This is an optimization exercise on Yosys and OpenROAD, whose aim is a short achievable clock period and few clock cycles, not a production implementation.
Only simulation tests tie the RTL to the original design; equivalence was not proved.
No activity file was given, so power comes from the tool's default toggle rates.

$ cat flow/config.mk
export PLATFORM = sky130hd
export DESIGN_NAME = mipsPipe
export DESIGN_NICKNAME = mipsPipe
export VERILOG_FILES = /design/flow/design.v
export SDC_FILE = /design/flow/constraint.sdc
export NUM_CORES = 4
export LEC_CHECK = 0
export CAP_MARGIN = 20
export CORE_MARGIN = 2
export CORE_UTILIZATION = 40
export SLEW_MARGIN = 20
$ cat flow/constraint.sdc
create_clock -name core_clock -period 7.0 [get_ports {clk}]
set_input_delay 1.4000 -clock core_clock [delete_from_list [all_inputs] [get_ports {clk}]]
set_output_delay 1.4000 -clock core_clock [all_outputs]
set_load 0.01 [all_outputs]
$ cat flow/design.v
package mipsPkg;
	typedef struct packed {
		logic [5:0] op;
		logic [4:0] rs;
		logic [4:0] rt;
		logic [4:0] rd;
		logic [4:0] shamt;
		logic [5:0] funct;
	} rFields;
	typedef struct packed {
		logic [5:0] op;
		logic [4:0] rs;
		logic [4:0] rt;
		logic [15:0] imm;
	} iFields;
	typedef struct packed {
		logic [5:0] op;
		logic [25:0] target;
	} jFields;
	typedef union packed {
		rFields rFmt;
		iFields iFmt;
		jFields jFmt;
	} instrWord;
	typedef logic [2:0] aluCode;
	typedef enum logic [1:0] {
		fwdReg = 2'b00,
		fwdWb  = 2'b01,
		fwdMem = 2'b10
	} fwdSel;
	typedef struct packed {
		logic regWrite;
		logic memToReg;
		logic memWrite;
		logic aluSrc;
		logic regDst;
		logic branch;
		logic jump;
		aluCode aluCtl;
	} ctrlSig;
	typedef struct packed {
		logic stallF;
		logic stallD;
		logic flushD;
		logic flushE;
		logic fwdAD;
		logic fwdBD;
		fwdSel fwdAE;
		fwdSel fwdBE;
	} hazardCtl;
	typedef struct packed {
		logic [32-1:0] addr;
		logic [32-1:0] wdata;
		logic we;
	} memReq;
	typedef struct packed {
		instrWord instr;
		logic [32-1:0] pcPlus4;
	} ifIdReg;
	typedef struct packed {
		ctrlSig ctrl;
		logic [32-1:0] srcA;
		logic [32-1:0] srcB;
		logic [32-1:0] signImm;
		logic [4:0] rs;
		logic [4:0] rt;
		logic [4:0] rd;
	} idExReg;
	typedef struct packed {
		ctrlSig ctrl;
		logic [32-1:0] aluOut;
		logic [32-1:0] writeData;
		logic [4:0] writeReg;
	} exMemReg;
	typedef struct packed {
		ctrlSig ctrl;
		logic [32-1:0] readData;
		logic [32-1:0] aluOut;
		logic [4:0] writeReg;
	} memWbReg;
endpackage
`timescale 1ns/10ps
module regFile (
	input  logic clk,
	input  logic writeEn,
	input  logic [4:0] readAddrA,
	input  logic [4:0] readAddrB,
	input  logic [4:0] writeAddr,
	input  logic [32-1:0] writeData,
	output logic [32-1:0] readDataA,
	output logic [32-1:0] readDataB
);
	logic [32-1:0] regs [32];
	always_ff @(posedge clk) begin
		if (writeEn) begin
			regs[writeAddr] <= writeData;
		end
	end
	assign readDataA = (readAddrA == 5'd0) ? '0 :
		(writeEn && writeAddr == readAddrA) ? writeData : regs[readAddrA];
	assign readDataB = (readAddrB == 5'd0) ? '0 :
		(writeEn && writeAddr == readAddrB) ? writeData : regs[readAddrB];
endmodule
`timescale 1ns/10ps
module controlUnit (
	input  mipsPkg::instrWord instr,
	output mipsPkg::ctrlSig ctrl
);
	mipsPkg::aluCode aluSel;
	logic functOk;
	assign functOk = (instr.rFmt.funct == 6'b100000) || (instr.rFmt.funct == 6'b100010) ||
		(instr.rFmt.funct == 6'b100100) || (instr.rFmt.funct == 6'b100101) ||
		(instr.rFmt.funct == 6'b101010);
	always_comb begin : aluDecoder
		case (instr.rFmt.op)
			6'b000000: begin
				case (instr.rFmt.funct)
					6'b100010: aluSel = 3'b110;
					6'b100100: aluSel = 3'b000;
					6'b100101:  aluSel = 3'b001;
					6'b101010: aluSel = 3'b111;
					default:      aluSel = 3'b010;
				endcase
			end
			6'b000100: aluSel = 3'b110;
			default: aluSel = 3'b010;
		endcase
	end
	always_comb begin : mainDecoder
		ctrl = '0;
		case (instr.iFmt.op)
			6'b000000: begin
				ctrl.regWrite = functOk;
				ctrl.regDst = 1'b1;
				ctrl.aluCtl = aluSel;
			end
			6'b100011: begin
				ctrl.regWrite = 1'b1;
				ctrl.memToReg = 1'b1;
				ctrl.aluSrc = 1'b1;
				ctrl.aluCtl = aluSel;
			end
			6'b101011: begin
				ctrl.memWrite = 1'b1;
				ctrl.aluSrc = 1'b1;
				ctrl.aluCtl = aluSel;
			end
			6'b000100: begin
				ctrl.branch = 1'b1;
				ctrl.aluCtl = aluSel;
			end
			6'b001000: begin
				ctrl.regWrite = 1'b1;
				ctrl.aluSrc = 1'b1;
				ctrl.aluCtl = aluSel;
			end
			6'b000010: ctrl.jump = 1'b1;
			default: ctrl = '0;
		endcase
	end
endmodule
`timescale 1ns/10ps
module hazardUnit (
	input  logic [4:0] rsD,
	input  logic [4:0] rtD,
	input  logic [4:0] rsE,
	input  logic [4:0] rtE,
	input  logic [4:0] writeRegE,
	input  logic [4:0] writeRegM,
	input  logic [4:0] writeRegW,
	input  mipsPkg::ctrlSig ctrlE,
	input  mipsPkg::ctrlSig ctrlM,
	input  mipsPkg::ctrlSig ctrlW,
	input  logic branchD,
	input  logic jumpD,
	input  logic taken,
	output mipsPkg::hazardCtl hz
);
	logic loadStall;
	logic branchStall;
	logic stall;
	function automatic logic hits(input logic [4:0] dst, input logic [4:0] a,
		input logic [4:0] b);
		hits = (dst != 5'd0) && ((dst == a) || (dst == b));
	endfunction
	function automatic mipsPkg::fwdSel pickFwd(input logic [4:0] src);
		if (src != 5'd0 && ctrlM.regWrite && src == writeRegM) begin
			pickFwd = mipsPkg::fwdMem;
		end else if (src != 5'd0 && ctrlW.regWrite && src == writeRegW) begin
			pickFwd = mipsPkg::fwdWb;
		end else begin
			pickFwd = mipsPkg::fwdReg;
		end
	endfunction
	assign loadStall = ctrlE.memToReg && !jumpD && hits(rtE, rsD, rtD);
	assign branchStall = branchD &&
		((ctrlE.regWrite && hits(writeRegE, rsD, rtD)) ||
		(ctrlM.memToReg && hits(writeRegM, rsD, rtD)));
	assign stall = loadStall || branchStall;
	always_comb begin
		hz.stallF = stall;
		hz.stallD = stall;
		hz.flushD = taken && !stall;
		hz.flushE = stall;
		hz.fwdAD = rsD != 5'd0 && ctrlM.regWrite && !ctrlM.memToReg && rsD == writeRegM;
		hz.fwdBD = rtD != 5'd0 && ctrlM.regWrite && !ctrlM.memToReg && rtD == writeRegM;
		hz.fwdAE = pickFwd(rsE);
		hz.fwdBE = pickFwd(rtE);
	end
endmodule
`timescale 1ns/10ps
module decodeStage (
	input  logic clk,
	input  mipsPkg::ifIdReg ifId,
	input  logic fwdAD,
	input  logic fwdBD,
	input  logic [32-1:0] aluOutM,
	input  logic [4:0] writeRegW,
	input  logic regWriteW,
	input  logic [32-1:0] resultW,
	output logic [32-1:0] srcA,
	output logic [32-1:0] srcB,
	output logic [32-1:0] signImm,
	output logic [32-1:0] branchTarget,
	output logic [32-1:0] jumpTarget,
	output logic equal
);
	logic [32-1:0] regA;
	logic [32-1:0] regB;
	regFile rf (
		.clk(clk),
		.writeEn(regWriteW),
		.readAddrA(ifId.instr.rFmt.rs),
		.readAddrB(ifId.instr.rFmt.rt),
		.writeAddr(writeRegW),
		.writeData(resultW),
		.readDataA(regA),
		.readDataB(regB)
	);
	assign srcA = fwdAD ? aluOutM : regA;
	assign srcB = fwdBD ? aluOutM : regB;
	assign equal = (srcA == srcB);
	assign signImm = {{(32-16){ifId.instr.iFmt.imm[15]}}, ifId.instr.iFmt.imm};
	assign branchTarget = ifId.pcPlus4 + {signImm[32-3:0], 2'b00};
	assign jumpTarget = {ifId.pcPlus4[31:28], ifId.instr.jFmt.target, 2'b00};
endmodule
`timescale 1ns/10ps
module aluUnit (
	input  logic [32-1:0] a,
	input  logic [32-1:0] b,
	input  mipsPkg::aluCode op,
	output logic [32-1:0] y
);
	always_comb begin
		case (op)
			3'b000:  y = a & b;
			3'b001:   y = a | b;
			3'b010:  y = a + b;
			3'b100: y = a & ~b;
			3'b101:  y = a | ~b;
			3'b110:  y = a - b;
			3'b111:  y = ($signed(a) < $signed(b)) ? 32'd1 : 32'd0;
			default:        y = '0;
		endcase
	end
endmodule
`timescale 1ns/10ps
module executeStage (
	input  mipsPkg::idExReg idEx,
	input  mipsPkg::fwdSel fwdAE,
	input  mipsPkg::fwdSel fwdBE,
	input  logic [32-1:0] resultW,
	input  logic [32-1:0] aluOutM,
	output logic [32-1:0] aluOut,
	output logic [32-1:0] writeData,
	output logic [4:0] writeReg
);
	logic [32-1:0] srcA;
	logic [32-1:0] srcB;
	function automatic logic [32-1:0] pickSrc(input mipsPkg::fwdSel sel,
		input logic [32-1:0] regVal);
		case (sel)
			mipsPkg::fwdWb:  pickSrc = resultW;
			mipsPkg::fwdMem: pickSrc = aluOutM;
			default:         pickSrc = regVal;
		endcase
	endfunction
	assign srcA = pickSrc(fwdAE, idEx.srcA);
	assign writeData = pickSrc(fwdBE, idEx.srcB);
	assign srcB = idEx.ctrl.aluSrc ? idEx.signImm : writeData;
	assign writeReg = idEx.ctrl.regDst ? idEx.rd : idEx.rt;
	aluUnit alu (
		.a(srcA),
		.b(srcB),
		.op(idEx.ctrl.aluCtl),
		.y(aluOut)
	);
endmodule
`timescale 1ns/10ps
module mipsPipe (
	input  logic clk,
	input  logic reset,
	output logic [32-1:0] imemAddr,
	input  logic [32-1:0] imemData,
	output logic [32-1:0] dmemAddr,
	output logic [32-1:0] dmemWdata,
	output logic dmemWe,
	input  logic [32-1:0] dmemRdata
);
	logic [32-1:0] pc;
	logic [32-1:0] pcPlus4F;
	logic [32-1:0] pcNext;
	mipsPkg::ifIdReg ifId;
	mipsPkg::idExReg idEx;
	mipsPkg::exMemReg exMem;
	mipsPkg::memWbReg memWb;
	mipsPkg::ctrlSig ctrlD;
	mipsPkg::hazardCtl hz;
	logic [32-1:0] srcAD;
	logic [32-1:0] srcBD;
	logic [32-1:0] signImmD;
	logic [32-1:0] branchTargetD;
	logic [32-1:0] jumpTargetD;
	logic equalD;
	logic taken;
	logic [32-1:0] aluOutE;
	logic [32-1:0] writeDataE;
	logic [4:0] writeRegE;
	logic [32-1:0] resultW;
	assign imemAddr = pc;
	assign pcPlus4F = pc + 32'd4;
	assign taken = ctrlD.jump || (ctrlD.branch && equalD);
	always_comb begin
		if (ctrlD.jump) begin
			pcNext = jumpTargetD;
		end else if (ctrlD.branch && equalD) begin
			pcNext = branchTargetD;
		end else begin
			pcNext = pcPlus4F;
		end
	end
	always_ff @(posedge clk) begin
		if (reset) begin
			pc <= '0;
		end else if (!hz.stallF) begin
			pc <= pcNext;
		end
	end
	always_ff @(posedge clk) begin
		if (reset || hz.flushD) begin
			ifId <= '0;
		end else if (!hz.stallD) begin
			ifId.instr <= imemData;
			ifId.pcPlus4 <= pcPlus4F;
		end
	end
	controlUnit ctl (
		.instr(ifId.instr),
		.ctrl(ctrlD)
	);
	decodeStage dec (
		.clk(clk),
		.ifId(ifId),
		.fwdAD(hz.fwdAD),
		.fwdBD(hz.fwdBD),
		.aluOutM(exMem.aluOut),
		.writeRegW(memWb.writeReg),
		.regWriteW(memWb.ctrl.regWrite),
		.resultW(resultW),
		.srcA(srcAD),
		.srcB(srcBD),
		.signImm(signImmD),
		.branchTarget(branchTargetD),
		.jumpTarget(jumpTargetD),
		.equal(equalD)
	);
	hazardUnit hzu (
		.rsD(ifId.instr.rFmt.rs),
		.rtD(ifId.instr.rFmt.rt),
		.rsE(idEx.rs),
		.rtE(idEx.rt),
		.writeRegE(writeRegE),
		.writeRegM(exMem.writeReg),
		.writeRegW(memWb.writeReg),
		.ctrlE(idEx.ctrl),
		.ctrlM(exMem.ctrl),
		.ctrlW(memWb.ctrl),
		.branchD(ctrlD.branch),
		.jumpD(ctrlD.jump),
		.taken(taken),
		.hz(hz)
	);
	always_ff @(posedge clk) begin
		if (reset || hz.flushE) begin
			idEx <= '0;
		end else begin
			idEx.ctrl <= ctrlD;
			idEx.srcA <= srcAD;
			idEx.srcB <= srcBD;
			idEx.signImm <= signImmD;
			idEx.rs <= ifId.instr.rFmt.rs;
			idEx.rt <= ifId.instr.rFmt.rt;
			idEx.rd <= ifId.instr.rFmt.rd;
		end
	end
	executeStage exe (
		.idEx(idEx),
		.fwdAE(hz.fwdAE),
		.fwdBE(hz.fwdBE),
		.resultW(resultW),
		.aluOutM(exMem.aluOut),
		.aluOut(aluOutE),
		.writeData(writeDataE),
		.writeReg(writeRegE)
	);
	always_ff @(posedge clk) begin
		if (reset) begin
			exMem <= '0;
		end else begin
			exMem.ctrl <= idEx.ctrl;
			exMem.aluOut <= aluOutE;
			exMem.writeData <= writeDataE;
			exMem.writeReg <= writeRegE;
		end
	end
	assign dmemAddr = exMem.aluOut;
	assign dmemWdata = exMem.writeData;
	assign dmemWe = exMem.ctrl.memWrite;
	always_ff @(posedge clk) begin
		if (reset) begin
			memWb <= '0;
		end else begin
			memWb.ctrl <= exMem.ctrl;
			memWb.readData <= dmemRdata;
			memWb.aluOut <= exMem.aluOut;
			memWb.writeReg <= exMem.writeReg;
		end
	end
	assign resultW = memWb.ctrl.memToReg ? memWb.readData : memWb.aluOut;
endmodule
$ cat flow/run.sh
#!/bin/bash
# synth_recipe.tcl (not shown) runs the flow's synth.tcl, then flattens the netlist and writes it again
# the make line also repeats each setting of config.mk as NAME=value (left out here)
make -C /OpenROAD-flow-scripts/flow DESIGN_CONFIG=/design/flow/config.mk WORK_HOME=/design/flow/orfs CLKGATE_MAP_FILE= SYNTH_SCRIPT=/design/flow/synth_recipe.tcl finish
==> run summary <==
[per-stage QoR]
stage | cells | total power, W | hold slack [ps]
after CTS | 7765 | 0.0193 | 472
after detailed placement | 7499 | 0.0115 | 461
after global placement | 7495 | 0.0115 | 448
after global routing | 7767 | 0.0198 | 486
final | 7768 | 0.0193 | 467
after floorplan | 5281 | 0.0106 | 414
[power by group through the flow]
stage | combinational [W] | sequential (W) | clock [W]
6_report | 0.00239 | 0.00897 | 0.00789
2_1_floorplan | 0.00162 | 0.00901 | 0
5_1_grt | 0.00253 | 0.00898 | 0.00828
3_3_place_gp | 0.00233 | 0.00914 | 0
4_1_cts | 0.00234 | 0.00897 | 0.00797
3_5_place_dp | 0.00233 | 0.00914 | 0
[critical path, cell delays in order, from the launching register on]
cell,delay (ps)
dfxtp_1,590
xnor2_1,170
nand4_1,150
nor4_2,550
buf_4,540
mux2i_1,160
o21ai_0,550
mux2i_1,250
ha_1,470
o21bai_1,140
a21oi_1,110
a311oi_1,300
o21bai_1,140
a221oi_1,490
o41ai_1,140
buf_4,170
a211oi_1,310
o21bai_1,160
a2111oi_0,430
a31oi_1,80
o31ai_1,200
[cell usage in the layout, fill, tap and decap left out, types with 32 or more instances in the layout]
master,netlist,final
a211oi_1,62,61
a21oi_1,171,171
a221oi_1,44,44
a22o_1,44,44
a22oi_1,217,217
a31oi_1,32,32
and2_1,53,51
and3_1,71,71
buf_4,112,167
clkbuf_1,166,36
clkbuf_16,0,155
clkdlybuf4s50_1,0,161
dfxtp_1,347,335
edfxtp_1,1024,1024
ha_1,93,93
inv_1,104,99
mux2i_1,512,512
mux4_2,339,339
nand2_1,258,257
nand3_1,145,144
nand4_1,44,44
nor2_1,303,268
nor2_4,0,34
nor2b_1,97,92
nor3_1,54,53
o21ai_0,175,175
xnor2_1,122,122
xor2_1,70,70
[cell families after synthesis]
| kind of cell | share of synthesized area, % |
|---|---|
| flops | 54.1 |
| simple gates | 8.08 |
| compound gates | 10.0 |
| mux | 18.8 |
| buf+inv | 4.36 |
| xor+xnor | 2.42 |
| fa+ha+maj | 2.15 |
[area by class of cell]
class | count | share of cell area, %
sequential | 1371 | 48.1
clock inverter | 71 | 0.944
timing repair buffer | 350 | 4.22
tap | 2325 | 3.71
multi-input combinational | 3346 | 37.3
antenna | 1 | 0.00319
clock buffer | 195 | 5.19
inverter | 109 | 0.521
[synth_stat cells, types with 8 or more instances]
cell type | instances | area (sq um)
mux4_2 | 339 | 7630
o41ai_1 | 8 | 70.1
buf_6 | 35 | 394
inv_1 | 104 | 390
nor2b_1 | 97 | 607
o22ai_1 | 8 | 50.1
and2_1 | 53 | 332
o21ai_1 | 10 | 50.1
o211ai_1 | 21 | 158
a211oi_1 | 62 | 465
buf_1 | 22 | 82.6
o31ai_1 | 20 | 150
a21oi_1 | 171 | 856
edfxtp_1 | 1024 | 30700
nand3_1 | 145 | 726
mux2i_1 | 512 | 5120
o21a_1 | 32 | 240
clkbuf_1 | 166 | 623
o21bai_1 | 21 | 158
mux2_2 | 27 | 304
nor2_1 | 303 | 1140
dfxtp_1 | 347 | 6950
a21o_1 | 28 | 210
nor3b_1 | 13 | 97.6
a22o_1 | 44 | 385
nor4_1 | 17 | 106
o21ai_0 | 175 | 876
or2_2 | 9 | 56.3
a31oi_1 | 32 | 200
and3b_1 | 9 | 78.8
nand4_1 | 44 | 275
nor3_1 | 54 | 270
ha_1 | 93 | 1160
nand2b_1 | 24 | 150
xor2_1 | 70 | 613
a22oi_1 | 217 | 1630
a222oi_1 | 11 | 110
buf_2 | 112 | 561
maj3_1 | 27 | 270
xnor2_1 | 122 | 1070
a221oi_1 | 44 | 385
and3_1 | 71 | 444
nand2_1 | 258 | 968
a32o_1 | 10 | 100
buf_4 | 112 | 841
[state kept, by name, indices dropped and copies added, names as in the netlist, named ones only]
register and cells:
exMem 72, memWb 71, ifId 64, pc 32, idEx 98, dec.rf.regs 1024
[per-layer routing]
layer  part of all wire (%)  vias up  wire length (um)
li1                       -    20500                 -
met1                     40    24700             97900
met2                     46     2664            111000
met3                    9.6      514             23400
met4                    4.5       10             11000
met5                  0.026        -                63
[worst paths after layout]
kind | to | cells past startpoint | start
max | exMem[65] | 20 | memWb[4]
min reg2reg | pc[1] | 2 | ifId[1]
min | pc[1] | 2 | ifId[1]
max reg2reg | exMem[65] | 20 | memWb[4]
==> impl_results.md <==
- NumNets Final: 5488
- Fillers: 15500
- Mapped Cells: 5281
- Pleak: 26.5 nW
- Num rows: 153
- Initial core utilization: 40.1%
- Post_cts resized: 0
- Sw Ratio: 25.9%
- Logic gate share of total power: around an eighth
- CP arrival: approximately 6900 ps
- H-tree levels: 4
- Area delta synth->final: 12.7%
- First-pass GRT wire length: 343000 um
- Worst slew margin: 19.8%
- Sw power: 0.00498 W
- Multi-input logic area: a little under 30000 sq um
- Initial DRC count: 6226
- R2r setup slk: 800 ps
- Top achievable clock speed: 161 MHz
- HP Class: register to register
- CTS tree: done
- EDFF count, synth: 1024
- Grt met2 use: between 40% and 50%
- Worst Path Required: 7740 ps
- WS Path Type: register to register
- Pre-CTS setup slack: 959 ps
- GP Congestion: between 0.9 and 1
- Routed WL per cell: 31.3 um
- Max Cap Viol: 0
- Vias in the first global route: 46600
- Largest net degree at the start of global routing: 78
- Yosys reg bits: 1371
- Setup violators final: 0
- VDD IR-drop max: between 0.15 and 0.2 mV
- Fin. Hold Viols: 0
- Post-Syn Area: 69600 sq um
- Chip width: between 400 and 500 um
- Clock Path Buffers: 3
- Outcome: no timing/DRC/antenna violations
- Sequential area share after synthesis: 54.1%
- Die height: 421 um
- Startpoint Class: register
- Slew Viols, Final: 0
- Root Buffer: clkbuf_16
- Antenna Violating Nets Remaining: 0
- CP endpoint kind: register
- Fin Setup TNS: 0 ps
- Worst Skew: 39.0 ps
- Met1 Track Usage GR: a little over a third
- Hpwl dp: 155000 um
- Worst-path clk slew: 70 ps
- Die ar.: approximately 180000 sq um
- Clock power share: 41.0%
- Clk latency of the worst-skew pair: ~830 ps
- Layout cell share with drive strength beyond 1: 16.2%
- Vias per std cell: 6.23
- Ports: roughly 160
- CTS sink cnt: 1371
- Placed Instance Area: 73600 sq um
- Worst-path maximum fanout: 42
- Cell area after layout: just under 80000 sq um
- P per Cell Area: 245 nW/um^2
- Minimum clock period: 6200 ps
- RSZ-0062 raised after global routing: no
- DR DRC count: 0
- TritonCTS buffer count: 148
- DR vias: 48400
- Tot GR Track Use: a little over a quarter
- Layer carrying the most global-route usage: met2
- Reg area: 37700 sq um
- Internal: between 0.01 and 0.015 W
- Post-synth cell types: just over 100
- Grt ovf: 0
- Finished Core Util: 45.2%
- Period utilization: 88.5%
- Worst setup margin: 802 ps
- Async S/R FF share, synth: 0%
- DRT Wirelength: 243000 um
- Yosys warning total: 6
- Initial antenna violation count: 10
- Mapped Avg Cell Area: between 10 and 15 sq um
- Post-Syn Nets: 5443
- Total core area: 173000 sq um
- Post-CTS Hold Fix Bufs: 0
- PortBufs: ~160
- Slew @ Worst Pin: 1200 ps
- Setup Fix Bufs, Post-CTS: 0
- Met3 usage: roughly 5%
- Flop pwr share: 46.6%
- Main synth FF type: edfxtp_1
- TritonRoute pass-1 iters: 7
Testbench counts, summed over its fixed seeds: cycles 149,330.

[what the ideal ports hide]
Ports are ideal in the flow. The routed layout listed here was re-timed in OpenROAD. Step 1 (the two cells are an assumption about what drives the block):
set clk [get_ports {clk}]
set_driving_cell -lib_cell sky130_fd_sc_hd__clkbuf_16 $clk
set_driving_cell -lib_cell sky130_fd_sc_hd__buf_2 [delete_from_list [all_inputs] $clk]
Step 2 adds t to the input delays and takes it off the output delays; t is the mean of the earliest and latest rising clock arrival at the registers after step 1. Input paths then give back, and output paths get back, about the clock's delay inside the block. Three values: ideal, step 1, step 2; two values: the first two.
t, ns: 0.899
setup WS [ns]: 0.802 / 0.802 / 0.802
worst setup path after step 2: register to register
slew at the worst register clock pin (ns): 0.07 / 0.07
After both steps setup and hold are still met in this run. The setup slack of this run moves by 0.000 ns with the drivers and by 0.000 ns with both steps.
